This design comes from an exercise in tuning for small area on the open sky130 flow, not from production work. Where RTL was checked, it was by simulation tests only, not by an equivalence proof against the original. Power figures rest on the tool's default switching activity, not on a simulated workload. The flow treats the clock pin as an ideal source, which a real chip does not have.

==> run a <==
==> flow/design.v <==
module ram_burst_ctrl #(
  parameter int DATA_W = 32,
  parameter int ADDR_W = 9,
  parameter int BURST  = 16
) (
  input  logic                       clk,
  input  logic                       rst,
  input  logic                       cmd_valid,
  output logic                       cmd_ready,
  input  logic                       cmd_we,
  input  logic [ADDR_W-1:0]          cmd_addr,
  input  logic [5:0]                 cmd_len,
  input  logic                       wr_valid,
  output logic                       wr_ready,
  input  logic [DATA_W-1:0]          wr_data,
  output logic                       rd_valid,
  input  logic                       rd_ready,
  output logic [DATA_W-1:0]          rd_data,
  output logic                       rd_last,
  output logic                       busy,
  output logic                       done,
  output logic                       err,
  output logic                       ram_we,
  output logic [ADDR_W-1:0]          ram_addr,
  output logic [$clog2(BURST)-1:0]   ram_cnt,
  output logic [DATA_W*BURST-1:0]    ram_wdata,
  input  logic [DATA_W*BURST-1:0]    ram_rdata
);
  localparam logic [2:0] S_IDLE   = 3'd0;
  localparam logic [2:0] S_WFILL  = 3'd1;
  localparam logic [2:0] S_WBURST = 3'd2;
  localparam logic [2:0] S_RISSUE = 3'd3;
  localparam logic [2:0] S_RWAIT  = 3'd4;
  localparam logic [2:0] S_RDRAIN = 3'd5;
  logic [2:0]        r_state;
  logic [ADDR_W:0]   r_addr;    
  logic [5:0]        r_left;    
  logic [3:0]        r_idx;     
  logic              r_done;
  logic              r_err;
  logic [DATA_W-1:0] r_wbuf [BURST-1];
  logic [DATA_W-1:0] r_wlast;
  function automatic logic [4:0] f_inc4(input logic [3:0] x, input logic ci);
    logic c;
    c = ci;
    for (int i = 0; i < 4; i++) begin
      f_inc4[i] = x[i] ^ c;
      c = c & x[i];
    end
    f_inc4[4] = c;
  endfunction
  function automatic logic [5:0] f_inc6(input logic [5:0] x, input logic ci);
    logic c;
    c = ci;
    for (int i = 0; i < 6; i++) begin
      f_inc6[i] = x[i] ^ c;
      c = c & x[i];
    end
  endfunction
  function automatic logic [5:0] f_dec6(input logic [5:0] x, input logic bi);
    logic b;
    b = bi;
    for (int i = 0; i < 6; i++) begin
      f_dec6[i] = x[i] ^ b;
      b = b & ~x[i];
    end
  endfunction
  logic w_idle, w_fill, w_drain, w_wburst, w_accept;
  logic w_wr_hs, w_rd_hs, w_hs, w_last, w_wdone, w_idx15, w_chunk_end;
  logic w_cmd_oor, w_cnt_clamp;
  logic [4:0]      w_lo_inc;
  logic [ADDR_W:0] w_addr_inc;
  logic [3:0]      w_cnt;
  assign w_idle      = (r_state == S_IDLE);
  assign w_fill      = (r_state == S_WFILL);
  assign w_drain     = (r_state == S_RDRAIN);
  assign w_wburst    = (r_state == S_WBURST);
  assign w_accept    = w_idle && cmd_valid;
  assign w_wr_hs     = w_fill && wr_valid;
  assign w_rd_hs     = w_drain && rd_ready;
  assign w_hs        = w_wr_hs || w_rd_hs;
  assign w_last      = (r_left == '0);
  assign w_wdone     = r_left[5] && r_left[4];
  assign w_idx15     = (r_idx == 4'd15);
  assign w_chunk_end = w_idx15 || w_last;
  assign w_lo_inc   = f_inc4(r_addr[3:0], w_rd_hs);
  assign w_addr_inc = {f_inc6(r_addr[ADDR_W:4], w_lo_inc[4] | w_wburst), w_lo_inc[3:0]};
  always_comb begin
    logic c;
    c = 1'b0;
    for (int i = 0; i < 6; i++) c = (cmd_addr[i] & cmd_len[i]) | (c & (cmd_addr[i] | cmd_len[i]));
    w_cmd_oor = c & (&cmd_addr[8:6]);
  end
  always_ff @(posedge clk) begin
    if (rst) begin
      r_state <= S_IDLE;
      r_done  <= 1'b0;
      r_err   <= 1'b0;
    end else begin
      r_done <= 1'b0;
      case (r_state)
        S_IDLE: begin
          if (cmd_valid) begin
            r_err   <= w_cmd_oor;
            r_state <= cmd_we ? S_WFILL : S_RISSUE;
          end
        end
        S_WFILL:  if (wr_valid && w_chunk_end) r_state <= S_WBURST;
        S_WBURST: begin
          r_state <= w_wdone ? S_IDLE : S_WFILL;
          r_done  <= w_wdone;
        end
        S_RISSUE: r_state <= S_RWAIT;
        S_RWAIT:  r_state <= S_RDRAIN;
        S_RDRAIN: begin
          if (rd_ready) begin
            if (w_last) begin
              r_state <= S_IDLE;
              r_done  <= 1'b1;
            end else if (w_idx15) begin
              r_state <= S_RISSUE;
            end
          end
        end
        default: r_state <= S_IDLE;
      endcase
    end
  end
  always_ff @(posedge clk) begin
    r_addr <= w_accept ? {1'b0, cmd_addr} : w_addr_inc;
    r_left <= w_accept ? cmd_len : f_dec6(r_left, w_hs);
    r_idx  <= w_accept ? 4'd0 : f_inc4(r_idx, w_hs);
  end
  generate
    for (genvar gi = 0; gi < BURST - 1; gi++) begin : g_word
      always_ff @(posedge clk)
        if (w_wr_hs && (r_idx == gi)) r_wbuf[gi] <= wr_data;
      assign ram_wdata[gi*DATA_W +: DATA_W] = r_wbuf[gi];
    end
  endgenerate
  always_ff @(posedge clk) r_wlast <= wr_data;
  assign ram_wdata[(BURST-1)*DATA_W +: DATA_W] = r_wlast;
  assign w_cnt = r_idx - 1'b1;
  always_comb begin
    logic c;
    c = 1'b0;
    for (int i = 0; i < 4; i++) c = (r_addr[i] & w_cnt[i]) | (c & (r_addr[i] | w_cnt[i]));
    w_cnt_clamp = c & (&r_addr[ADDR_W-1:4]);
  end
  assign cmd_ready = w_idle;
  assign busy      = !w_idle;
  assign wr_ready  = w_fill;
  assign rd_valid  = w_drain;
  assign rd_data   = r_addr[ADDR_W] ? '0 : ram_rdata[DATA_W-1:0];
  assign rd_last   = w_last;
  assign done      = r_done;
  assign err       = r_err;
  assign ram_we    = w_wburst && !r_addr[ADDR_W];
  assign ram_addr  = w_wburst ? r_addr[ADDR_W-1:0] : w_addr_inc[ADDR_W-1:0];
  assign ram_cnt   = w_cnt_clamp ? ~r_addr[3:0] : w_cnt;
endmodule
==> flow/flow/run.sh <==
#!/bin/bash
# Standard layout, with the port buffers made from the smallest buffer cell and a leaner clock tree.
set -e
export BUFFER_PORTS_ARGS="-buffer_cell sky130_fd_sc_hd__buf_1"
export PLACE_PINS_ARGS="-min_distance 1 -min_distance_in_tracks"
export CTS_ARGS="-sink_clustering_enable -repair_clock_nets -dont_use_dummy_load -buf_list sky130_fd_sc_hd__clkbuf_16 -sink_clustering_size 30 -sink_clustering_max_diameter 80"
bash standard.sh > standard.log 2>&1
==> flow/standard.sh <==
#!/bin/bash
# synth_recipe.tcl (not shown) runs the flow's synth.tcl, then flattens the netlist and writes it again
# the make line also repeats each setting of config.mk as NAME=value (left out here)
make -C /OpenROAD-flow-scripts/flow DESIGN_CONFIG=/design/flow/config.mk WORK_HOME=/design/flow/orfs CLKGATE_MAP_FILE= SYNTH_SCRIPT=/design/flow/synth_recipe.tcl "${@:-finish}"
==> flow/config.mk <==
export PLATFORM = sky130hd
export DESIGN_NAME = ram_burst_ctrl
export DESIGN_NICKNAME = ram_burst_ctrl
export VERILOG_FILES = /design/flow/design.v
export SDC_FILE = /design/flow/constraint.sdc
export NUM_CORES = 4
export LEC_CHECK = 0
export CAP_MARGIN = 40
export CORE_AREA = 4 4 246 246
export DIE_AREA = 0 0 250 250
export SLEW_MARGIN = 40
==> flow/constraint.sdc <==
create_clock -name core_clock -period 7.0 [get_ports {clk}]
set_input_delay 1.4000 -clock core_clock [delete_from_list [all_inputs] [get_ports {clk}]]
set_output_delay 1.4000 -clock core_clock [all_outputs]
set_load 0.01 [all_outputs]
==> run b: changes against run a <==
==> flow/design.v, changed modules only <==
module ram_burst_ctrl #(
  parameter int DATA_W = 32,
  parameter int ADDR_W = 9,
  parameter int BURST  = 16
) (
  input  logic                       clk,
  input  logic                       rst,
  input  logic                       cmd_valid,
  output logic                       cmd_ready,
  input  logic                       cmd_we,
  input  logic [ADDR_W-1:0]          cmd_addr,
  input  logic [5:0]                 cmd_len,
  input  logic                       wr_valid,
  output logic                       wr_ready,
  input  logic [DATA_W-1:0]          wr_data,
  output logic                       rd_valid,
  input  logic                       rd_ready,
  output logic [DATA_W-1:0]          rd_data,
  output logic                       rd_last,
  output logic                       busy,
  output logic                       done,
  output logic                       err,
  output logic                       ram_we,
  output logic [ADDR_W-1:0]          ram_addr,
  output logic [$clog2(BURST)-1:0]   ram_cnt,
  output logic [DATA_W*BURST-1:0]    ram_wdata,
  input  logic [DATA_W*BURST-1:0]    ram_rdata
);
  localparam logic [2:0] S_IDLE   = 3'd0;
  localparam logic [2:0] S_WFILL  = 3'd1;
  localparam logic [2:0] S_WBURST = 3'd2;
  localparam logic [2:0] S_RISSUE = 3'd3;
  localparam logic [2:0] S_RWAIT  = 3'd4;
  localparam logic [2:0] S_RDRAIN = 3'd5;
  logic [2:0]        r_state;
  logic [ADDR_W:0]   r_addr;    
  logic [5:0]        r_left;    
  logic [3:0]        r_idx;     
  logic              r_ended;   
  logic              r_err;
  logic [DATA_W-1:0] r_wbuf [BURST-1];
  logic [DATA_W-1:0] r_wlast;
  function automatic logic [4:0] f_inc4(input logic [3:0] x, input logic ci);
    logic c;
    c = ci;
    for (int i = 0; i < 4; i++) begin
      f_inc4[i] = x[i] ^ c;
      c = c & x[i];
    end
    f_inc4[4] = c;
  endfunction
  function automatic logic [5:0] f_inc6(input logic [5:0] x, input logic ci);
    logic c;
    c = ci;
    for (int i = 0; i < 6; i++) begin
      f_inc6[i] = x[i] ^ c;
      c = c & x[i];
    end
  endfunction
  function automatic logic [5:0] f_dec6(input logic [5:0] x, input logic bi);
    logic b;
    b = bi;
    for (int i = 0; i < 6; i++) begin
      f_dec6[i] = x[i] ^ b;
      b = b & ~x[i];
    end
  endfunction
  logic w_idle, w_fill, w_drain, w_wburst, w_accept;
  logic w_wr_hs, w_rd_hs, w_hs, w_last, w_wdone, w_idx15, w_chunk_end;
  logic w_cmd_oor, w_cnt_clamp;
  logic [4:0]      w_lo_inc;
  logic [ADDR_W:0] w_addr_inc;
  logic [3:0]      w_cnt;
  assign w_idle      = (r_state == S_IDLE);
  assign w_fill      = (r_state == S_WFILL);
  assign w_drain     = (r_state == S_RDRAIN);
  assign w_wburst    = (r_state == S_WBURST);
  assign w_accept    = w_idle && cmd_valid;
  assign w_wr_hs     = w_fill && wr_valid;
  assign w_rd_hs     = w_drain && rd_ready;
  assign w_hs        = w_wr_hs || w_rd_hs;
  assign w_last      = (r_left == '0);
  assign w_wdone     = r_left[5] && r_left[4];
  assign w_idx15     = (r_idx == 4'd15);
  assign w_chunk_end = w_idx15 || w_last;
  assign w_lo_inc   = f_inc4(r_addr[3:0], w_rd_hs);
  assign w_addr_inc = {f_inc6(r_addr[ADDR_W:4], w_lo_inc[4] | r_ended), w_lo_inc[3:0]};
  always_comb begin
    logic c;
    c = 1'b0;
    for (int i = 0; i < 6; i++) c = (cmd_addr[i] & cmd_len[i]) | (c & cmd_addr[i]) | (c & cmd_len[i]);
    w_cmd_oor = c & (&cmd_addr[8:6]);
  end
  always_ff @(posedge clk) begin
    if (rst) begin
      r_state <= S_IDLE;
      r_ended <= 1'b0;
      r_err   <= 1'b0;
    end else begin
      r_ended <= w_wburst || (w_rd_hs && w_last);
      case (r_state)
        S_IDLE: begin
          if (cmd_valid) begin
            r_err   <= w_cmd_oor;
            r_state <= cmd_we ? S_WFILL : S_RISSUE;
          end
        end
        S_WFILL:  if (wr_valid && w_chunk_end) r_state <= S_WBURST;
        S_WBURST: begin
          r_state <= w_wdone ? S_IDLE : S_WFILL;
        end
        S_RISSUE: r_state <= S_RWAIT;
        S_RWAIT:  r_state <= S_RDRAIN;
        S_RDRAIN: begin
          if (rd_ready) begin
            if (w_last) begin
              r_state <= S_IDLE;
            end else if (w_idx15) begin
              r_state <= S_RISSUE;
            end
          end
        end
        default: r_state <= S_IDLE;
      endcase
    end
  end
  always_ff @(posedge clk) begin
    r_addr <= w_accept ? {1'b0, cmd_addr} : w_addr_inc;
    r_left <= w_accept ? cmd_len : f_dec6(r_left, w_hs);
    r_idx  <= w_accept ? 4'd0 : f_inc4(r_idx, w_hs);
  end
  generate
    for (genvar gi = 0; gi < BURST - 1; gi++) begin : g_word
      always_ff @(posedge clk)
        if (w_wr_hs && (r_idx == gi)) r_wbuf[gi] <= wr_data;
      assign ram_wdata[gi*DATA_W +: DATA_W] = r_wbuf[gi];
    end
  endgenerate
  always_ff @(posedge clk) r_wlast <= wr_data;
  assign ram_wdata[(BURST-1)*DATA_W +: DATA_W] = r_wlast;
  assign w_cnt = {r_idx[3] ^ ~(r_idx[2] | r_idx[1] | r_idx[0]), r_idx[2] ^ ~(r_idx[1] | r_idx[0]),
                  ~(r_idx[1] ^ r_idx[0]), ~r_idx[0]};
  always_comb begin
    logic c;
    c = 1'b0;
    for (int i = 0; i < 4; i++) c = (r_addr[i] & w_cnt[i]) | (c & (r_addr[i] | w_cnt[i]));
    w_cnt_clamp = c & (&r_addr[ADDR_W-1:4]);
  end
  assign cmd_ready = w_idle;
  assign busy      = !w_idle;
  assign wr_ready  = w_fill;
  assign rd_valid  = w_drain;
  assign rd_data   = r_addr[ADDR_W] ? '0 : ram_rdata[DATA_W-1:0];
  assign rd_last   = w_last;
  assign done      = w_idle && r_ended;
  assign err       = r_err;
  assign ram_we    = w_wburst && !r_addr[ADDR_W];
  assign ram_addr  = w_addr_inc[ADDR_W-1:0];
  assign ram_cnt   = w_cnt_clamp ? ~r_addr[3:0] : w_cnt;
endmodule
==> flow/flow/run.sh (replaced) <==
#!/bin/bash
# Standard layout, with the port buffers made from the smallest buffer cell and a leaner clock tree.
set -e
export BUFFER_PORTS_ARGS="-buffer_cell sky130_fd_sc_hd__buf_1"
export PLACE_PINS_ARGS="-min_distance 1 -min_distance_in_tracks"
export REMOVE_ABC_BUFFERS=1
export CTS_ARGS="-sink_clustering_enable -repair_clock_nets -dont_use_dummy_load -buf_list sky130_fd_sc_hd__clkbuf_16 -sink_clustering_size 30 -sink_clustering_max_diameter 110"
bash standard.sh > standard.log 2>&1
==> flow/config.mk (replaced) <==
export PLATFORM = sky130hd
export DESIGN_NAME = ram_burst_ctrl
export DESIGN_NICKNAME = ram_burst_ctrl
export VERILOG_FILES = /design/flow/design.v
export SDC_FILE = /design/flow/constraint.sdc
export NUM_CORES = 4
export LEC_CHECK = 0
export CAP_MARGIN = 10
export CORE_AREA = 4 4 216 216
export DIE_AREA = 0 0 220 220
export SLEW_MARGIN = 10
==> run c: changes against run a <==
==> flow/design.v, changed modules only <==
module ram_burst_ctrl #(
  parameter int DATA_W = 32,
  parameter int ADDR_W = 9,
  parameter int BURST  = 16
) (
  input  logic                       clk,
  input  logic                       rst,
  input  logic                       cmd_valid,
  output logic                       cmd_ready,
  input  logic                       cmd_we,
  input  logic [ADDR_W-1:0]          cmd_addr,
  input  logic [5:0]                 cmd_len,
  input  logic                       wr_valid,
  output logic                       wr_ready,
  input  logic [DATA_W-1:0]          wr_data,
  output logic                       rd_valid,
  input  logic                       rd_ready,
  output logic [DATA_W-1:0]          rd_data,
  output logic                       rd_last,
  output logic                       busy,
  output logic                       done,
  output logic                       err,
  output logic                       ram_we,
  output logic [ADDR_W-1:0]          ram_addr,
  output logic [$clog2(BURST)-1:0]   ram_cnt,
  output logic [DATA_W*BURST-1:0]    ram_wdata,
  input  logic [DATA_W*BURST-1:0]    ram_rdata
);
  localparam logic [2:0] S_IDLE   = 3'd0;
  localparam logic [2:0] S_WFILL  = 3'd1;
  localparam logic [2:0] S_WBURST = 3'd2;
  localparam logic [2:0] S_RISSUE = 3'd3;
  localparam logic [2:0] S_RWAIT  = 3'd4;
  localparam logic [2:0] S_RDRAIN = 3'd5;
  logic [2:0]        r_state;
  logic [ADDR_W:0]   r_addr;    
  logic [5:0]        r_left;    
  logic [3:0]        r_idx;     
  logic              r_done;
  logic              r_err;
  logic [DATA_W-1:0] r_wbuf [BURST-1];
  logic [DATA_W-1:0] r_wlast;
  logic w_fill, w_drain, w_wburst, w_accept;
  logic w_wr_hs, w_rd_hs, w_last, w_wdone, w_chunk_end;
  logic [ADDR_W:0] w_addr_inc;
  logic [3:0]      w_cnt;
  assign w_fill      = (r_state == S_WFILL);
  assign w_drain     = (r_state == S_RDRAIN);
  assign w_wburst    = (r_state == S_WBURST);
  assign w_accept    = (r_state == S_IDLE) && cmd_valid;
  assign w_wr_hs     = w_fill && wr_valid;
  assign w_rd_hs     = w_drain && rd_ready;
  assign w_last      = (r_left == '0);
  assign w_wdone     = r_left[5] && r_left[4];
  assign w_chunk_end = (r_idx == 4'd15) || w_last;
  assign w_addr_inc  = r_addr + 1'b1;
  always_ff @(posedge clk) begin
    if (rst) begin
      r_state <= S_IDLE;
      r_done  <= 1'b0;
      r_err   <= 1'b0;
    end else begin
      r_done <= 1'b0;
      case (r_state)
        S_IDLE: begin
          if (cmd_valid) begin
            r_err   <= ({1'b0, cmd_addr} + {4'b0, cmd_len}) > 10'd511;
            r_state <= cmd_we ? S_WFILL : S_RISSUE;
          end
        end
        S_WFILL:  if (wr_valid && w_chunk_end) r_state <= S_WBURST;
        S_WBURST: begin
          r_state <= w_wdone ? S_IDLE : S_WFILL;
          r_done  <= w_wdone;
        end
        S_RISSUE: r_state <= S_RWAIT;
        S_RWAIT:  r_state <= S_RDRAIN;
        S_RDRAIN: begin
          if (rd_ready) begin
            if (w_last) begin
              r_state <= S_IDLE;
              r_done  <= 1'b1;
            end else if (r_idx == 4'd15) begin
              r_state <= S_RISSUE;
            end
          end
        end
        default: r_state <= S_IDLE;
      endcase
    end
  end
  always_ff @(posedge clk) begin
    if (w_accept) begin
      r_addr <= {1'b0, cmd_addr};
      r_left <= cmd_len;
      r_idx  <= '0;
    end else begin
      if (w_wr_hs || w_rd_hs) begin
        r_idx  <= r_idx + 1'b1;
        r_left <= r_left - 1'b1;
      end
      if (w_rd_hs) r_addr <= w_addr_inc;
      else if (w_wburst) r_addr <= {r_addr[ADDR_W:4] + 1'b1, r_addr[3:0]};
    end
  end
  generate
    for (genvar gi = 0; gi < BURST - 1; gi++) begin : g_word
      always_ff @(posedge clk)
        if (w_wr_hs && (r_idx == gi)) r_wbuf[gi] <= wr_data;
      assign ram_wdata[gi*DATA_W +: DATA_W] = r_wbuf[gi];
    end
  endgenerate
  always_ff @(posedge clk) r_wlast <= wr_data;
  assign ram_wdata[(BURST-1)*DATA_W +: DATA_W] = r_wlast;
  assign w_cnt = r_idx - 1'b1;
  assign cmd_ready = (r_state == S_IDLE);
  assign busy      = (r_state != S_IDLE);
  assign wr_ready  = w_fill;
  assign rd_valid  = w_drain;
  assign rd_data   = r_addr[ADDR_W] ? '0 : ram_rdata[DATA_W-1:0];
  assign rd_last   = w_last;
  assign done      = r_done;
  assign err       = r_err;
  assign ram_we    = w_wburst && !r_addr[ADDR_W];
  assign ram_addr  = w_rd_hs ? w_addr_inc[ADDR_W-1:0] : r_addr[ADDR_W-1:0];
  assign ram_cnt   = ((r_addr[ADDR_W-1:4] == 5'h1f) && (w_cnt > ~r_addr[3:0])) ? ~r_addr[3:0] : w_cnt;
endmodule
==> flow/flow/run.sh (replaced) <==
#!/bin/bash
# Standard layout, with the port buffers made from the smallest buffer cell.
set -e
cp standard.sh standard_sh.txt.log 2>/dev/null || true
export BUFFER_PORTS_ARGS="-buffer_cell sky130_fd_sc_hd__buf_1"
bash standard.sh > standard.log 2>&1
--- a/flow/config.mk
+++ b/flow/config.mk
@@ -6,6 +6,6 @@
 export NUM_CORES = 4
 export LEC_CHECK = 0
 export CAP_MARGIN = 40
-export CORE_AREA = 4 4 246 246
-export DIE_AREA = 0 0 250 250
+export CORE_AREA = 4 4 416 416
+export DIE_AREA = 0 0 420 420
 export SLEW_MARGIN = 40
==> run d: changes against run a <==
--- a/flow/design.v
+++ b/flow/design.v
@@ -36,7 +36,7 @@
   logic [ADDR_W:0]   r_addr;    
   logic [5:0]        r_left;    
   logic [3:0]        r_idx;     
-  logic              r_done;
+  logic              r_ended;   
   logic              r_err;
   logic [DATA_W-1:0] r_wbuf [BURST-1];
   logic [DATA_W-1:0] r_wlast;
@@ -84,7 +84,7 @@
   assign w_idx15     = (r_idx == 4'd15);
   assign w_chunk_end = w_idx15 || w_last;
   assign w_lo_inc   = f_inc4(r_addr[3:0], w_rd_hs);
-  assign w_addr_inc = {f_inc6(r_addr[ADDR_W:4], w_lo_inc[4] | w_wburst), w_lo_inc[3:0]};
+  assign w_addr_inc = {f_inc6(r_addr[ADDR_W:4], w_lo_inc[4] | r_ended), w_lo_inc[3:0]};
   always_comb begin
     logic c;
     c = 1'b0;
@@ -94,10 +94,10 @@
   always_ff @(posedge clk) begin
     if (rst) begin
       r_state <= S_IDLE;
-      r_done  <= 1'b0;
+      r_ended <= 1'b0;
       r_err   <= 1'b0;
     end else begin
-      r_done <= 1'b0;
+      r_ended <= w_wburst || (w_rd_hs && w_last);
       case (r_state)
         S_IDLE: begin
           if (cmd_valid) begin
@@ -108,7 +108,6 @@
         S_WFILL:  if (wr_valid && w_chunk_end) r_state <= S_WBURST;
         S_WBURST: begin
           r_state <= w_wdone ? S_IDLE : S_WFILL;
-          r_done  <= w_wdone;
         end
         S_RISSUE: r_state <= S_RWAIT;
         S_RWAIT:  r_state <= S_RDRAIN;
@@ -116,7 +115,6 @@
           if (rd_ready) begin
             if (w_last) begin
               r_state <= S_IDLE;
-              r_done  <= 1'b1;
             end else if (w_idx15) begin
               r_state <= S_RISSUE;
             end
@@ -153,9 +151,9 @@
   assign rd_valid  = w_drain;
   assign rd_data   = r_addr[ADDR_W] ? '0 : ram_rdata[DATA_W-1:0];
   assign rd_last   = w_last;
-  assign done      = r_done;
+  assign done      = w_idle && r_ended;
   assign err       = r_err;
   assign ram_we    = w_wburst && !r_addr[ADDR_W];
-  assign ram_addr  = w_wburst ? r_addr[ADDR_W-1:0] : w_addr_inc[ADDR_W-1:0];
+  assign ram_addr  = w_addr_inc[ADDR_W-1:0];
   assign ram_cnt   = w_cnt_clamp ? ~r_addr[3:0] : w_cnt;
 endmodule
==> flow/flow/run.sh (replaced) <==
#!/bin/bash
# Standard layout, with the port buffers made from the smallest buffer cell, each RAM write
# word's pins kept together, and a leaner clock tree.
set -e
export BUFFER_PORTS_ARGS="-buffer_cell sky130_fd_sc_hd__buf_1"
export PLACE_PINS_ARGS="-min_distance 1 -min_distance_in_tracks"
export PRE_IO_PLACEMENT_TCL="$(pwd)/flow/pins.tcl"
export REMOVE_ABC_BUFFERS=1
export CTS_ARGS="-sink_clustering_enable -repair_clock_nets -dont_use_dummy_load -buf_list sky130_fd_sc_hd__clkbuf_16 -sink_clustering_size 30 -sink_clustering_max_diameter 110"
bash standard.sh > standard.log 2>&1
==> flow/flow/pins.tcl (new file) <==
# Keep each data bit's pins together (that bit of every RAM write word, of wr_data, rd_data
# and ram_rdata word 0), so each bit slice's registers sit together near their pins.
for {set b 0} {$b < 32} {incr b} {
  set names [list "wr_data\[$b\]" "ram_rdata\[$b\]" "rd_data\[$b\]"]
  for {set w 0} {$w < 16} {incr w} {
    lappend names "ram_wdata\[[expr {$w * 32 + $b}]\]"
  }
  set_io_pin_constraint -group -order -pin_names $names
}
==> flow/config.mk (replaced) <==
export PLATFORM = sky130hd
export DESIGN_NAME = ram_burst_ctrl
export DESIGN_NICKNAME = ram_burst_ctrl
export VERILOG_FILES = /design/flow/design.v
export SDC_FILE = /design/flow/constraint.sdc
export NUM_CORES = 4
export LEC_CHECK = 0
export CAP_MARGIN = 10
export CORE_AREA = 4 4 216 216
export DIE_AREA = 0 0 220 220
export SLEW_MARGIN = 10
==> qor summary <==
	run c	run d	run b	run a
Met2 global-route usage	0.121	0.302	0.298	0.217
Total area of multi-input combinational cells	0.00162 mm^2	0.00135 mm^2	0.00129 mm^2	0.00146 mm^2
Status	finished clean	finished clean	finished clean	finished clean
Clock H-tree levels	2	1	1	1
Maximum number of pins on one net before global-route repair	33	35	35	35
Fraction of the mapped netlist area in compound gates	0.0150	0.0134	0.0135	0.0130
Worst path bufs/invs	3	2	2	2
Floorplan row count	150	77	77	88
Worst reg2reg setup slack	3540 ps	3630 ps	3620 ps	3600 ps
Global-route met3 utilization	0.0158	0.0461	0.0927	0.0770
Leakage power	0.00750 uW	0.00661 uW	0.00652 uW	0.00664 uW
Power share of the combinational group	0.113	0.078	0.077	0.103
Final cell count without fillers	3790	2035	1998	2190
Layout cells sized above 1	0.108	0.0437	0.0507	0.0632
Horiz. Die Dim	420 um	220 um	220 um	250 um
Seq pwr	3790 uW	3630 uW	3630 uW	3680 uW
Fraction of synthesized area in multiplexers	0.00303	0.00118	0.00777	0.0131
Synthesized area	0.0173 mm^2	0.0170 mm^2	0.0169 mm^2	0.0170 mm^2
Detailed Route WL	67800 um	48600 um	54600 um	52000 um
Function not checked in run a: the RTL went through the layout flow alone.

port drivers added, routing unchanged:
The results above use ideal ports. As a check the final layouts listed here were re-extracted and re-timed, cells and wires unchanged.
Step 1, drivers: a clkbuf_16 drives clk and a buf_2 each remaining input, both assumed.
Step 2 adds t to the input delays and takes it off the output delays; t is the mean of the earliest and latest rising clock arrival at the registers after step 1. Input paths then give back, and output paths get back, about the clock's delay inside the block.
Three values: ideal ports, drivers, drivers and shift; two values: the first two.
| run | t (ns) | slack for setup (ns) | latest minus earliest clock arrival (ns) |
|---|---|---|---|
| run a | 0.601 | 1.432 / 1.389 / 1.389 | 0.095 / 0.094 |
| run b | 0.591 | 1.660 / 1.623 / 1.623 | 0.085 / 0.085 |
| run c | 0.684 | 2.123 / 2.069 / 2.753 | 0.041 / 0.040 |
| run d | 0.595 | 1.688 / 1.637 / 1.637 | 0.046 / 0.047 |
After both steps setup and hold are still met in every run listed. The setup slack of run d, which loses most, moves by -0.051 ns with the drivers and by -0.051 ns with both steps.
